This is an optimization exercise on Yosys and OpenROAD, whose aim is small area and few clock cycles, not a production implementation.
In this exercise RTL edits were held to simulation tests only and were not proved equivalent to the original.

== lane 1 ==
// galvo_shape_point_generator
module galvo_shape_point_generator #(
    parameter int POINTS_PER_SHAPE = gspg_pkg::GSPG_POINTS_DEFAULT
) (
    input  logic        i_clk,
    input  logic        i_rst_n,
    input  logic        s_axis_tvalid,
    output logic        s_axis_tready,
    input  logic [7:0]  s_axis_tdata,   
    output logic        m_axis_tvalid,
    input  logic        m_axis_tready,
    output logic [47:0] m_axis_tdata,   
    input  logic        psel,
    input  logic        penable,
    input  logic        pwrite,
    input  logic [2:0]  paddr,
    input  logic [31:0] pwdata,
    output logic [31:0] prdata,
    output logic        pready
);
    logic        cfg_wr;
    logic [6:0]  amp_pct;
    logic [14:0] amp;
    logic [16:0] amp3;
    logic        amp_full, busy;
    logic        accept;
    logic [1:0]  shape_code, n_shape;
    logic [7:0]  point_number, n_idx;
    logic [15:0] side_v;
    logic [15:0] x_code, y_code;
    assign pready = 1'b1;
    assign cfg_wr = psel && penable && pwrite && !paddr[2];
    assign prdata = paddr[2] ? 32'd0 : {25'd0, amp_pct};
    gspg_amp u_amp (
  ...
Size: ~2600 cells after synthesis, roughly 130 I/O pins.
==> flow/config.mk <==
export PLATFORM = sky130hd
export DESIGN_NAME = galvo_shape_point_generator
export DESIGN_NICKNAME = galvo_shape_point_generator
export VERILOG_FILES = /design/flow/design.v
export SDC_FILE = /design/flow/constraint.sdc
export NUM_CORES = 4
export LEC_CHECK = 0
export CAP_MARGIN = 5
export CORE_MARGIN = 2
export CORE_UTILIZATION = 40
export PLACE_DENSITY = 0.45
export SLEW_MARGIN = 5
export SYNTH_HIERARCHICAL = 1
==> flow/constraint.sdc <==
create_clock -name core_clock -period 11.5 [get_ports {i_clk}]
set_input_delay 2.3000 -clock core_clock [delete_from_list [all_inputs] [get_ports {i_clk}]]
set_output_delay 2.3000 -clock core_clock [all_outputs]
set_load 0.01 [all_outputs]
standard.sh (not shown) runs the stock make flow with config.mk's settings and CLKGATE_MAP_FILE= SYNTH_SCRIPT=/design/flow/synth_recipe.tcl, a recipe that flattens the netlist after the stock synthesis.
==> flow/flow/run.sh <==
#!/bin/bash
# Layout: the standard flow (standard.sh), with the port buffers that global placement
# inserts made of the smallest buffer cell (sky130_fd_sc_hd__buf_1) instead of the default
# choice. The flow's output goes to standard.log; ORFS's own logs are under orfs/logs.
set -o pipefail
export BUFFER_PORTS_ARGS="-buffer_cell sky130_fd_sc_hd__buf_1"
bash standard.sh > standard.log 2>&1
Testbench counts of lane 1, summed over its fixed seeds: cycles 24,078.
[inputs] lane 2 vs lane 1
- CAP_MARGIN changed from 5 to 20
- PLACE_DENSITY changed from 0.45 to 0.65
- SLEW_MARGIN changed from 5 to 20
- CORE_UTILIZATION changed from 40 to 55
Findings:
Looking at cell area after layout, lane 2 sits 2.1% below lane 1. Lane 2 vs lane 1: via count up in lane 2. Maximum clock frequency of lane 2 is on par with lane 1.

Another version of the RTL of galvo_shape_point_generator (not shown whole).
Size: ~2600 cells after synthesis, roughly 120 flip-flops, ~130 I/O pins, ~0.022 mm^2 of cells after synthesis.
==> flow/config.mk <==
export PLATFORM = sky130hd
export DESIGN_NAME = galvo_shape_point_generator
export DESIGN_NICKNAME = galvo_shape_point_generator
export VERILOG_FILES = /design/flow/design.v
export SDC_FILE = /design/flow/constraint.sdc
export NUM_CORES = 4
export LEC_CHECK = 0
export CAP_MARGIN = 20
export CORE_MARGIN = 2
export CORE_UTILIZATION = 40
export CTS_BUF_LIST = sky130_fd_sc_hd__clkbuf_8
export CTS_CLUSTER_DIAMETER = 150
export CTS_CLUSTER_SIZE = 50
export PLACE_DENSITY = 0.45
export SLEW_MARGIN = 20
export SYNTH_HIERARCHICAL = 1
==> flow/constraint.sdc <==
create_clock -name core_clock -period 11.5 [get_ports {i_clk}]
set_input_delay 2.3000 -clock core_clock [delete_from_list [all_inputs] [get_ports {i_clk}]]
set_output_delay 2.3000 -clock core_clock [all_outputs]
set_load 0.01 [all_outputs]
run.sh (not shown) runs the stock make flow with config.mk's settings and CLKGATE_MAP_FILE= SYNTH_SCRIPT=/design/flow/synth_recipe.tcl, a recipe that flattens the netlist after the stock synthesis.
Stock flow here: none of the scripts above is used.
Testbench counts at the start, summed over its fixed seeds: cycles 24,078.
Rerun with:
==> flow/flow/run.sh (new file) <==
#!/bin/bash
# Layout: the standard flow (standard.sh), with the port buffers that global placement
# inserts made of the smallest buffer cell (sky130_fd_sc_hd__buf_1) instead of the default
# choice. The flow's output goes to standard.log; ORFS's own logs are under orfs/logs.
set -o pipefail
export BUFFER_PORTS_ARGS="-buffer_cell sky130_fd_sc_hd__buf_1"
bash standard.sh > standard.log 2>&1
==> flow/standard.sh (new file) <==
#!/bin/bash
# synth_recipe.tcl (not shown) runs the flow's synth.tcl, then flattens the netlist and writes it again
# the make line also repeats each setting of config.mk as NAME=value (left out here)
make -C /OpenROAD-flow-scripts/flow DESIGN_CONFIG=/design/flow/config.mk WORK_HOME=/design/flow/orfs CLKGATE_MAP_FILE= SYNTH_SCRIPT=/design/flow/synth_recipe.tcl "${@:-finish}"
removed: flow/run.sh
The changed run finished clean; sequential share of layout area rises by 0.27 points; wire length stays flat; hold slack degrades by 0.020 ns; cell count fell by 0.44%; core utilization shrinks by 1.2 points; worst setup slack gets better by 0.085 ns.

galvo_shape_point_generator with an RTL version that a note above also has.
For scale: ~130 I/O pins, roughly 21,000 sq um of cells after synthesis.
## galvo_shape_point_generator
module galvo_shape_point_generator #(
    parameter int POINTS_PER_SHAPE = gspg_pkg::GSPG_POINTS_DEFAULT
) (
    input  logic        i_clk,
    input  logic        i_rst_n,
    input  logic        s_axis_tvalid,
    output logic        s_axis_tready,
    input  logic [7:0]  s_axis_tdata,   
    output logic        m_axis_tvalid,
    input  logic        m_axis_tready,
    output logic [47:0] m_axis_tdata,   
    input  logic        psel,
    input  logic        penable,
    input  logic        pwrite,
    input  logic [2:0]  paddr,
    input  logic [31:0] pwdata,
    output logic [31:0] prdata,
    output logic        pready
);
clock: 11.5 ns
lec_check: 0
cap_margin: 20
core_margin: 2
core_utilization: 40
place_density: 0.65
slew_margin: 20
synth_hierarchical: 1
standard.sh (not shown) runs the stock make flow with config.mk's settings and CLKGATE_MAP_FILE= SYNTH_SCRIPT=/design/flow/synth_recipe.tcl, a recipe that flattens the netlist after the stock synthesis.
==> flow/flow/run.sh <==
#!/bin/bash
# Layout: the standard flow (standard.sh), with the port buffers that global placement
# inserts made of the smallest buffer cell (sky130_fd_sc_hd__buf_1) instead of the default
# choice. The flow's output goes to standard.log; ORFS's own logs are under orfs/logs.
set -o pipefail
export BUFFER_PORTS_ARGS="-buffer_cell sky130_fd_sc_hd__buf_1"
bash standard.sh > standard.log 2>&1
The starting point produced a clean layout.
Testbench counts at the start, summed over its fixed seeds: cycles 24,078.
Next try:
--- a/flow/config.mk
+++ b/flow/config.mk
@@ -8,6 +8,6 @@
 export CAP_MARGIN = 20
 export CORE_MARGIN = 2
-export CORE_UTILIZATION = 40
-export PLACE_DENSITY = 0.65
+export CORE_UTILIZATION = 55
+export PLACE_DENSITY = 0.8
 export SLEW_MARGIN = 20
 export SYNTH_HIERARCHICAL = 1
Global-route usage goes up by 9.3 points.
Utilization goes up by 16 points.
Sequential cell count stays the same.
Next try:
--- a/flow/config.mk
+++ b/flow/config.mk
@@ -8,5 +8,5 @@
 export CAP_MARGIN = 20
 export CORE_MARGIN = 2
-export CORE_UTILIZATION = 55
+export CORE_UTILIZATION = 40
 export PLACE_DENSITY = 0.8
 export SLEW_MARGIN = 20
What happened: Via count decreases by about 2.4%; maximum frequency increases by about 1.5%; die area increases by about 37%; setup slack gets better by 0.16 ns; critical path depth increases by 1; cell area increases by about 0.4%; clock skew decreases by 0.017 ns; wire length decreases by 5.5%; synthesized cell count is unchanged.

Setup of P:
Another version of the RTL of galvo_shape_point_generator (not shown whole).
For scale: ~2600 cells after synthesis, roughly 120 flip-flops, about 22000 um^2 of cells after synthesis.
Settings: LEC_CHECK=0, CAP_MARGIN=20, CORE_MARGIN=2, CORE_UTILIZATION=40, PLACE_DENSITY=0.45, SLEW_MARGIN=20, SYNTH_HIERARCHICAL=1; clock period 11.5 ns.
run.sh (not shown) runs the stock make flow with config.mk's settings and CLKGATE_MAP_FILE= SYNTH_SCRIPT=/design/flow/synth_recipe.tcl, a recipe that flattens the netlist after the stock synthesis.
Stock flow here: none of the scripts above is used.
P finished end to end and its layout was clean on timing, DRC and antenna.
Testbench counts of P, summed over its fixed seeds: cycles 24,085.
[inputs] Q vs P
diff --git a/flow/config.mk b/flow/config.mk
--- a/flow/config.mk
+++ b/flow/config.mk
@@ -8,0 +9 @@
+export CELL_PAD_IN_SITES_DETAIL_PLACEMENT = 2
@@ -11 +12 @@
-export PLACE_DENSITY = 0.45
+export PLACE_DENSITY = 0.5
Results
Q vs. P: shortest period the worst path allows rose 0.15 ns; routed wire length rose 16%. Between P and Q, the share of the core filled with cells does not differ in any meaningful way. Diff P -> Q: met1 wire length +8.3%; global-route usage went up by 4.6 points; first-pass GRT wire length went up; largest fanout on the critical path shows a reduction of 2.

RTL: one of the versions met above, not the one the previous note started from.
Size in the first run: ~2600 cells after synthesis, roughly 120 flip-flops, about 130 I/O pins.
==> flow/config.mk <==
export PLATFORM = sky130hd
export DESIGN_NAME = galvo_shape_point_generator
export DESIGN_NICKNAME = galvo_shape_point_generator
export VERILOG_FILES = /design/flow/design.v
export SDC_FILE = /design/flow/constraint.sdc
export NUM_CORES = 4
export LEC_CHECK = 0
export CAP_MARGIN = 20
export CORE_MARGIN = 2
export CORE_UTILIZATION = 40
export CTS_BUF_LIST = sky130_fd_sc_hd__clkbuf_8
export CTS_CLUSTER_DIAMETER = 150
export CTS_CLUSTER_SIZE = 50
export GPL_TIMING_DRIVEN = 0
export PLACE_DENSITY = 0.45
export SLEW_MARGIN = 20
export SYNTH_HIERARCHICAL = 1
==> flow/constraint.sdc <==
create_clock -name core_clock -period 11.5 [get_ports {i_clk}]
set_input_delay 2.3000 -clock core_clock [delete_from_list [all_inputs] [get_ports {i_clk}]]
set_output_delay 2.3000 -clock core_clock [all_outputs]
set_load 0.01 [all_outputs]
standard.sh (not shown) runs the stock make flow with config.mk's settings and CLKGATE_MAP_FILE= SYNTH_SCRIPT=/design/flow/synth_recipe.tcl, a recipe that flattens the netlist after the stock synthesis.
Scripts as last shown in full above: flow/flow/run.sh
The baseline completed without violations.
Testbench counts at the start, summed over its fixed seeds: cycles 24,078.
Next try:
==> flow/flow/run.sh (replaced) <==
#!/bin/bash
# Layout: the standard flow (standard.sh), with two changes made through ORFS settings:
# the port buffers that global placement inserts use the smallest buffer cell, and after
# global routing non-critical gates are downsized (ORFS's power recovery pass, all paths).
set -o pipefail
export BUFFER_PORTS_ARGS="-buffer_cell sky130_fd_sc_hd__buf_1"
export RECOVER_POWER=100
bash standard.sh > standard.log 2>&1
GPL_TIMING_DRIVEN = unset   (was 0)
Outcome:
- This time the run finished but failed the layout checks on capacitance limit, slew limit
- routed wire length is lower by 9.5%
- sequential share of layout area is higher by 0.21 points
- cell count is lower by 2.3%
- area after synthesis is unchanged
- core utilization is lower by 1.1 points
- via count is lower by 5.5%

galvo_shape_point_generator with an RTL version that a note above also has.
Size in the first run: roughly 2600 cells after synthesis, roughly 130 I/O pins.
clock: 11.5 ns
lec_check: 0
cap_margin: 20
core_margin: 2
core_utilization: 40
place_density: 0.45
slew_margin: 20
synth_hierarchical: 1
==> flow/flow/run.sh <==
#!/bin/bash
set -o pipefail
export BUFFER_PORTS_ARGS="-buffer_cell sky130_fd_sc_hd__buf_1"
export PRE_GLOBAL_PLACE_TCL="$PWD/flow/pre_gpl.tcl"
bash standard.sh > standard.log 2>&1
==> flow/flow/pre_gpl.tcl <==
# Buffers that timing-driven global placement inserts: the smaller sizes only.
set_dont_use [get_lib_cells {sky130_fd_sc_hd__buf_4 sky130_fd_sc_hd__buf_6 sky130_fd_sc_hd__buf_8 sky130_fd_sc_hd__buf_12 sky130_fd_sc_hd__buf_16}]
The starting point went through all stages and came out clean.
Testbench counts at the start, summed over its fixed seeds: cycles 24,078.
Edit:
==> flow/flow/run.sh (replaced) <==
#!/bin/bash
# Layout: the standard flow (standard.sh), with the port buffers that global placement
# inserts made of the smallest buffer cell (sky130_fd_sc_hd__buf_1) instead of the default
# choice. The flow's output goes to standard.log; ORFS's own logs are under orfs/logs.
set -o pipefail
export BUFFER_PORTS_ARGS="-buffer_cell sky130_fd_sc_hd__buf_1"
bash standard.sh > standard.log 2>&1
removed: flow/flow/pre_gpl.tcl
Effect: Global-route usage barely changes; register-to-register slack loses 0.06 ns; worst setup slack gains 0.085 ns; sequential share of layout area barely changes; die area stays the same.

==> afterwards: timing with drivers on the ports <==
Ports are ideal in the flow. The routed layouts listed here were re-timed in OpenROAD.
Step 1 (the two cells are an assumption about what drives the block):
set clk [get_ports {i_clk}]
set_driving_cell -lib_cell sky130_fd_sc_hd__clkbuf_16 $clk
set_driving_cell -lib_cell sky130_fd_sc_hd__buf_2 [delete_from_list [all_inputs] $clk]
Step 2 moves the port delays by t, midway between the first and last clock arrival at a register: inputs arrive t later, outputs are due t later. That takes back most of the time a late clock gives input paths.
a / b / c = ideal / step 1 / step 2; a / b = the first two.
run | shift t [ns] | setup slack, ns | worst slew at a driven data input, ns
lane 1 | 0.455 | 0.430 / 0.372 / 0.826 | 0.05
lane 2 | 0.418 | 0.402 / 0.353 / 0.771 | 0.08
the first run of note 2 | 0.544 | 0.481 / 0.432 / 0.977 | 0.04
the second run of note 2 | 0.499 | 0.566 / 0.513 / 1.012 | 0.09
the first run of note 3 | 0.426 | 0.487 / 0.438 / 0.864 | 0.04
the second run of note 3 | 0.435 | 0.459 / 0.406 / 0.842 | 0.03
the third run of note 3 | 0.438 | 0.618 / 0.559 / 0.996 | 0.11
P | 0.498 | 0.388 / 0.334 / 0.832 | 0.04
Q | 0.508 | 0.240 / 0.180 / 0.688 | 0.05
the first run of note 5 | 0.514 | 0.484 / 0.429 / 0.943 | 0.03
the second run of note 5 | 0.502 | 0.527 / 0.473 / 0.121 | 0.10
the first run of note 6 | 0.448 | 0.435 / 0.380 / 0.828 | 0.04
the second run of note 6 | 0.454 | 0.520 / 0.463 / 0.916 | 0.05
For the second run of note 5, which loses most, drivers alone change the setup slack by -0.054 ns; drivers and shift together by -0.406 ns.
